Source: an optimization exercise on an open RTL-to-GDS flow (aim: small area, a short achievable clock period and few clock cycles per item). Production flows keep margins and buffers that such runs may drop.
The RTL was checked by simulation tests, not by an equivalence proof against the original design.

==> flow/design.v <==
`default_nettype none
module pp_add #(
	parameter int N = 32
) (
	input  wire logic [N-1:0] a,
	input  wire logic [N-1:0] b,
	input  wire logic         cin,
	output logic [N-1:0]      s,
	output logic              cout
);
	localparam int LV = $clog2(N);
	logic [N-1:0] p0;
	logic [N-1:0] g [0:LV];
	logic [N-1:0] p [0:LV];
	assign p0 = a ^ b;
	assign g[0] = a & b;
	assign p[0] = p0;
	for (genvar l = 0; l < LV; l++) begin : g_lvl
		for (genvar i = 0; i < N; i++) begin : g_bit
			if ((i >> l) & 1) begin : g_node
				localparam int J = ((i >> l) << l) - 1;
				assign g[l+1][i] = g[l][i] | (p[l][i] & g[l][J]);
				assign p[l+1][i] = p[l][i] & p[l][J];
			end else begin : g_pass
				assign g[l+1][i] = g[l][i];
				assign p[l+1][i] = p[l][i];
			end
		end
	end
	logic [N:0] c;
	assign c[0] = cin;
	for (genvar i = 0; i < N; i++) begin : g_c
		assign c[i+1] = g[LV][i] | (p[LV][i] & cin);
	end
	assign s = p0 ^ c[N-1:0];
	assign cout = c[N];
endmodule
`default_nettype wire
`default_nettype none
module newton_sqrt (
	input  wire logic        clk,
	input  wire logic        rst_n,
	input  wire logic        in_valid,
	output logic             in_ready,
	input  wire logic [31:0] in_a,
	input  wire logic [31:0] in_x0,
	output logic             out_valid,
	input  wire logic        out_ready,
	output logic [31:0]      out_root
);
	logic st_idle, st_init, st_mul, st_suba, st_abs, st_div, st_upd, st_out;
	logic [1:0]  step;	 
	logic [5:0]  cnt;	 
	logic [3:0]  bsel;	 
	logic        bneg;	 
	logic        ge;	 
	logic [31:0] a;
	logic [31:0] x;
	logic [33:0] x3;	 
	logic [63:0] w;	 
	logic [15:0] e;	 
	assign in_ready = st_idle;
	assign out_valid = st_out;
	assign out_root = x;
	logic [31:0] xsm;	 
	always_comb begin
		xsm[31] = x[31];
		for (int i = 30; i >= 0; i--) xsm[i] = xsm[i+1] | x[i];
	end
	logic [10:0] jtop;
	logic [10:0] dp;	 
	logic [10:0] dsel;	 
	logic [3:0]  bwin;
	logic [3:0]  bsel_d;
	logic        bneg_d;
	always_comb begin
		logic [35:0] ext;
		logic [2:0]  m;
		jtop[0] = ~xsm[2];
		for (int j = 1; j <= 9; j++) jtop[j] = xsm[3*j-1] & ~xsm[3*j+2];
		jtop[10] = xsm[29];
		dsel = st_init ? jtop : (dp >> 1);
		ext = {3'b000, x, 1'b0};	 
		bwin = 4'b0000;
		for (int k = 0; k <= 10; k++) bwin = bwin | (ext[3*k +: 4] & {4{dsel[k]}});
		m = 3'({1'b0, bwin[2], 1'b0} + {2'b00, bwin[1]} + {2'b00, bwin[0]});
		if (bwin[3]) m = 3'(3'd4 - m);
		bneg_d = bwin[3];
		bsel_d = {m == 3'd4, m == 3'd3, m == 3'd2, m == 3'd1};
	end
	logic [34:0] b_op;
	logic [63:0] m_a;
	logic [63:0] m_b;
	logic        m_cin;
	logic [63:0] m_sum;
	logic        m_cout;
	logic [31:0] q;
	logic [31:0] x_new;
	assign q = {w[48:32], e[15:1]};
	always_comb begin
		b_op = ({3'b000, x} & {35{bsel[0]}}) | ({2'b00, x, 1'b0} & {35{bsel[1]}})
			| ({1'b0, x3} & {35{bsel[2]}}) | ({1'b0, x, 2'b00} & {35{bsel[3]}});
		m_a = {w[60:0], 3'b000};
		m_b = {{29{bneg}}, b_op ^ {35{bneg}}};
		m_cin = bneg;
		if (st_init) begin
			m_a = {32'd0, x};
		end
		if (st_suba) begin
			m_a = w;
			m_b = {16'hFFFF, ~a, 16'hFFFF};
			m_cin = 1'b1;
		end
		if (st_abs) begin
			m_a = {~w[63:32], ~e, 16'hFFFF};
			m_b = '0;
			m_cin = 1'b1;
		end
		if (st_upd) begin
			m_a = {32'd0, x};
			m_b = {32'd0, q ^ {32{ge}}};
			m_cin = ge;
		end
	end
	pp_add #(.N(64)) i_madd (.a(m_a), .b(m_b), .cin(m_cin), .s(m_sum), .cout(m_cout));
	assign x_new = ge ? (m_sum[31:0] & {32{m_sum[32]}}) : (m_sum[31:0] | {32{m_sum[32]}});
	logic [33:0] r4;	 
	logic [33:0] t1, t2, t3;
	logic        f1, f2, f3;	 
	logic [1:0]  qd;
	logic [31:0] r_new;
	assign r4 = {w[31:0], w[63:62]};
	pp_add #(.N(34)) i_d1 (.a(r4), .b(~{2'b00, x}), .cin(1'b1), .s(t1), .cout(f1));
	pp_add #(.N(34)) i_d2 (.a(r4), .b(~{1'b0, x, 1'b0}), .cin(1'b1), .s(t2), .cout(f2));
	pp_add #(.N(34)) i_d3 (.a(r4), .b(~x3), .cin(1'b1), .s(t3), .cout(f3));
	always_comb begin
		qd = {f2, f3 | (f1 & ~f2)};
		if (f3) r_new = t3[31:0];
		else if (f2) r_new = t2[31:0];
		else if (f1) r_new = t1[31:0];
		else r_new = r4[31:0];
	end
	logic        can16;
	logic        can4;
	logic [31:0] r16;
	logic [31:0] rs4;
	always_comb begin
		logic bad16, bad4;
		r16 = {w[15:0], w[63:48]};
		rs4 = {w[27:0], w[63:60]};
		bad16 = |w[31:16];
		bad4 = |w[31:28];
		for (int i = 0; i <= 31; i++) begin
			if (r16[i] && !((i + 1 <= 31) ? xsm[i+1] : 1'b0)) bad16 = 1'b1;
			if (rs4[i] && !((i + 1 <= 31) ? xsm[i+1] : 1'b0)) bad4 = 1'b1;
		end
		can16 = !bad16 && (cnt >= 6'd17);
		can4 = !bad4 && (cnt >= 6'd5);
	end
	logic mul_last, div_last, x_zero, last_step;
	assign mul_last = dp[0];
	assign div_last = (cnt[5:1] == 5'd0);
	assign x_zero = ~xsm[0];
	assign last_step = (step == 2'd3);
	always_ff @(posedge clk or negedge rst_n) begin
		if (!rst_n) begin
			st_idle <= 1'b1;
			st_init <= 1'b0;
			st_mul <= 1'b0;
			st_suba <= 1'b0;
			st_abs <= 1'b0;
			st_div <= 1'b0;
			st_upd <= 1'b0;
			st_out <= 1'b0;
		end else begin
			st_idle <= (st_idle & ~in_valid) | (st_out & out_ready);
			st_init <= (st_idle & in_valid) | (st_upd & ~last_step);
			st_mul <= (st_init & ~x_zero) | (st_mul & ~mul_last);
			st_suba <= st_mul & mul_last;
			st_abs <= st_suba & ~m_cout;
			st_div <= (st_suba & m_cout) | st_abs | (st_div & ~div_last);
			st_upd <= st_div & div_last;
			st_out <= (st_init & x_zero) | (st_upd & last_step) | (st_out & ~out_ready);
		end
	end
	always_ff @(posedge clk) begin
		if (st_idle) begin
			a <= in_a;
			x <= in_x0;
			step <= 2'd0;
		end
		if (st_upd) begin
			x <= x_new;
			step <= step + 1'b1;
		end
		if (st_init) begin
			x3 <= m_sum[33:0];
		end
		if (st_suba) begin
			ge <= m_cout;
		end
	end
	always_ff @(posedge clk) begin
		if (st_init | st_mul) begin
			bsel <= bsel_d;
			bneg <= bneg_d;
		end else begin
			bsel <= 4'b0010;
			bneg <= 1'b0;
		end
		dp <= dsel;
		cnt <= 6'd63;
		w <= m_sum;
		e <= m_sum[31:16];
		if (st_init) begin
			w <= '0;
		end
		if (st_suba | st_abs) begin
			w[31:0] <= '0;
		end
		if (st_div) begin
			if (can16) begin
				w <= {w[47:32], e, r16};
				e <= 16'd0;
				cnt <= cnt - 6'd16;
			end else if (can4) begin
				w <= {w[59:32], e[15:12], rs4};
				e <= {e[11:0], 4'd0};
				cnt <= cnt - 6'd4;
			end else begin
				w <= {w[61:32], e[15:14], r_new};
				e <= {e[13:0], qd};
				cnt <= cnt - 6'd2;
			end
		end
	end
endmodule
`default_nettype wire
clock: 8.0 ns
lec_check: 0
cap_margin: 20
core_margin: 5
core_utilization: 40
setup_slack_margin: 3.5
slew_margin: 20
run.sh (not shown) runs the stock make flow with config.mk's settings and CLKGATE_MAP_FILE= SYNTH_SCRIPT=/design/flow/synth_recipe.tcl, a recipe that flattens the netlist after the stock synthesis.
Testbench counts at the start, summed over its fixed seeds: cycles 96,801, items 1,024.
Then changed:
--- a/flow/design.v
+++ b/flow/design.v
@@ -58,8 +58,10 @@
 	logic [31:0] x;
 	logic [33:0] x3;	 
 	logic [63:0] w;	 
-	logic [15:0] e;	 
-	assign in_ready = st_idle;
+	logic [15:0] rh;	 
+	logic take;
+	assign take = st_idle | (st_out & out_ready);
+	assign in_ready = take;
 	assign out_valid = st_out;
 	assign out_root = x;
 	logic [31:0] xsm;	 
@@ -75,7 +77,6 @@
 	logic        bneg_d;
 	always_comb begin
 		logic [35:0] ext;
-		logic [2:0]  m;
 		jtop[0] = ~xsm[2];
 		for (int j = 1; j <= 9; j++) jtop[j] = xsm[3*j-1] & ~xsm[3*j+2];
 		jtop[10] = xsm[29];
@@ -83,10 +84,11 @@
 		ext = {3'b000, x, 1'b0};	 
 		bwin = 4'b0000;
 		for (int k = 0; k <= 10; k++) bwin = bwin | (ext[3*k +: 4] & {4{dsel[k]}});
-		m = 3'({1'b0, bwin[2], 1'b0} + {2'b00, bwin[1]} + {2'b00, bwin[0]});
-		if (bwin[3]) m = 3'(3'd4 - m);
 		bneg_d = bwin[3];
-		bsel_d = {m == 3'd4, m == 3'd3, m == 3'd2, m == 3'd1};
+		bsel_d[0] = (bwin[1] ^ bwin[0]) & ~(bwin[3] ^ bwin[2]);
+		bsel_d[1] = ~(bwin[1] ^ bwin[0]) & (bwin[2] ^ bwin[1]);
+		bsel_d[2] = (bwin[1] ^ bwin[0]) & (bwin[3] ^ bwin[2]);
+		bsel_d[3] = (bwin[3] ^ bwin[2]) & ~(bwin[2] ^ bwin[1]) & ~(bwin[1] ^ bwin[0]);
 	end
 	logic [34:0] b_op;
 	logic [63:0] m_a;
@@ -96,7 +98,7 @@
 	logic        m_cout;
 	logic [31:0] q;
 	logic [31:0] x_new;
-	assign q = {w[48:32], e[15:1]};
+	assign q = w[32:1];
 	always_comb begin
 		b_op = ({3'b000, x} & {35{bsel[0]}}) | ({2'b00, x, 1'b0} & {35{bsel[1]}})
 			| ({1'b0, x3} & {35{bsel[2]}}) | ({1'b0, x, 2'b00} & {35{bsel[3]}});
@@ -112,7 +114,7 @@
 			m_cin = 1'b1;
 		end
 		if (st_abs) begin
-			m_a = {~w[63:32], ~e, 16'hFFFF};
+			m_a = {~w[63:16], 16'hFFFF};
 			m_b = '0;
 			m_cin = 1'b1;
 		end
@@ -129,7 +131,7 @@
 	logic        f1, f2, f3;	 
 	logic [1:0]  qd;
 	logic [31:0] r_new;
-	assign r4 = {w[31:0], w[63:62]};
+	assign r4 = {rh, w[63:46]};
 	pp_add #(.N(34)) i_d1 (.a(r4), .b(~{2'b00, x}), .cin(1'b1), .s(t1), .cout(f1));
 	pp_add #(.N(34)) i_d2 (.a(r4), .b(~{1'b0, x, 1'b0}), .cin(1'b1), .s(t2), .cout(f2));
 	pp_add #(.N(34)) i_d3 (.a(r4), .b(~x3), .cin(1'b1), .s(t3), .cout(f3));
@@ -146,10 +148,10 @@
 	logic [31:0] rs4;
 	always_comb begin
 		logic bad16, bad4;
-		r16 = {w[15:0], w[63:48]};
-		rs4 = {w[27:0], w[63:60]};
-		bad16 = |w[31:16];
-		bad4 = |w[31:28];
+		r16 = w[63:32];
+		rs4 = {rh[11:0], w[63:44]};
+		bad16 = |rh;
+		bad4 = |rh[15:12];
 		for (int i = 0; i <= 31; i++) begin
 			if (r16[i] && !((i + 1 <= 31) ? xsm[i+1] : 1'b0)) bad16 = 1'b1;
 			if (rs4[i] && !((i + 1 <= 31) ? xsm[i+1] : 1'b0)) bad4 = 1'b1;
@@ -161,7 +163,7 @@
 	assign mul_last = dp[0];
 	assign div_last = (cnt[5:1] == 5'd0);
 	assign x_zero = ~xsm[0];
-	assign last_step = (step == 2'd3);
+	assign last_step = (step == 2'd3) | ~|q;
 	always_ff @(posedge clk or negedge rst_n) begin
 		if (!rst_n) begin
 			st_idle <= 1'b1;
@@ -173,8 +175,8 @@
 			st_upd <= 1'b0;
 			st_out <= 1'b0;
 		end else begin
-			st_idle <= (st_idle & ~in_valid) | (st_out & out_ready);
-			st_init <= (st_idle & in_valid) | (st_upd & ~last_step);
+			st_idle <= take & ~in_valid;
+			st_init <= (take & in_valid) | (st_upd & ~last_step);
 			st_mul <= (st_init & ~x_zero) | (st_mul & ~mul_last);
 			st_suba <= st_mul & mul_last;
 			st_abs <= st_suba & ~m_cout;
@@ -184,7 +186,7 @@
 		end
 	end
 	always_ff @(posedge clk) begin
-		if (st_idle) begin
+		if (take & in_valid) begin
 			a <= in_a;
 			x <= in_x0;
 			step <= 2'd0;
@@ -209,27 +211,21 @@
 			bneg <= 1'b0;
 		end
 		dp <= dsel;
-		cnt <= 6'd63;
+		cnt <= 6'd47;
 		w <= m_sum;
-		e <= m_sum[31:16];
+		rh <= 16'd0;
 		if (st_init) begin
 			w <= '0;
 		end
-		if (st_suba | st_abs) begin
-			w[31:0] <= '0;
+		if (st_suba) begin
+			w[15:0] <= '0;	 
 		end
 		if (st_div) begin
 			if (can16) begin
-				w <= {w[47:32], e, r16};
-				e <= 16'd0;
+				{rh, w} <= {w, 16'd0};
 				cnt <= cnt - 6'd16;
-			end else if (can4) begin
-				w <= {w[59:32], e[15:12], rs4};
-				e <= {e[11:0], 4'd0};
-				cnt <= cnt - 6'd4;
 			end else begin
-				w <= {w[61:32], e[15:14], r_new};
-				e <= {e[13:0], qd};
+				{rh, w} <= {r_new, w[45:0], qd};
 				cnt <= cnt - 6'd2;
 			end
 		end
Effect:
- The changed run finished clean
- first-iteration DRC count came out lower by 30%
- setup slack hardly moves
- synthesized area came out lower by 3.4%
- die area came out lower by 3.2%
- register-to-register slack barely changes
- design area came out lower by 3.3%
- flip-flop and latch count is unchanged
Testbench counts after the change, summed over its fixed seeds: cycles 96,373, items 1,024.

## what the ideal ports hide
The results above use ideal ports. As a check the final layouts listed here were re-extracted and re-timed, cells and wires unchanged. Step 1 sets driving cells, clkbuf_16 on the clock port and buf_2 on the other inputs (assumed; they add their load-dependent delay and slew). Step 2 adds t to the input delays and takes it off the output delays; t is the mean of the earliest and latest rising clock arrival at the registers after step 1. Input paths then give back, and output paths get back, about the clock's delay inside the block. a / b / c = no drivers / after step 1 / after step 2; a / b = the first two.
run | shift t [ns] | slack for setup (ns) | worst setup path after step 2 | clock arrival spread, ns | worst slew at a driven data input, ns
the first run | 0.618 | 3.485 / 3.485 / 3.485 | register to register | 0.022 / 0.022 | 0.07
the second run | 0.599 | 3.487 / 3.487 / 3.487 | register to register | 0.018 / 0.019 | 0.06
After both steps every run listed still meets setup and hold.
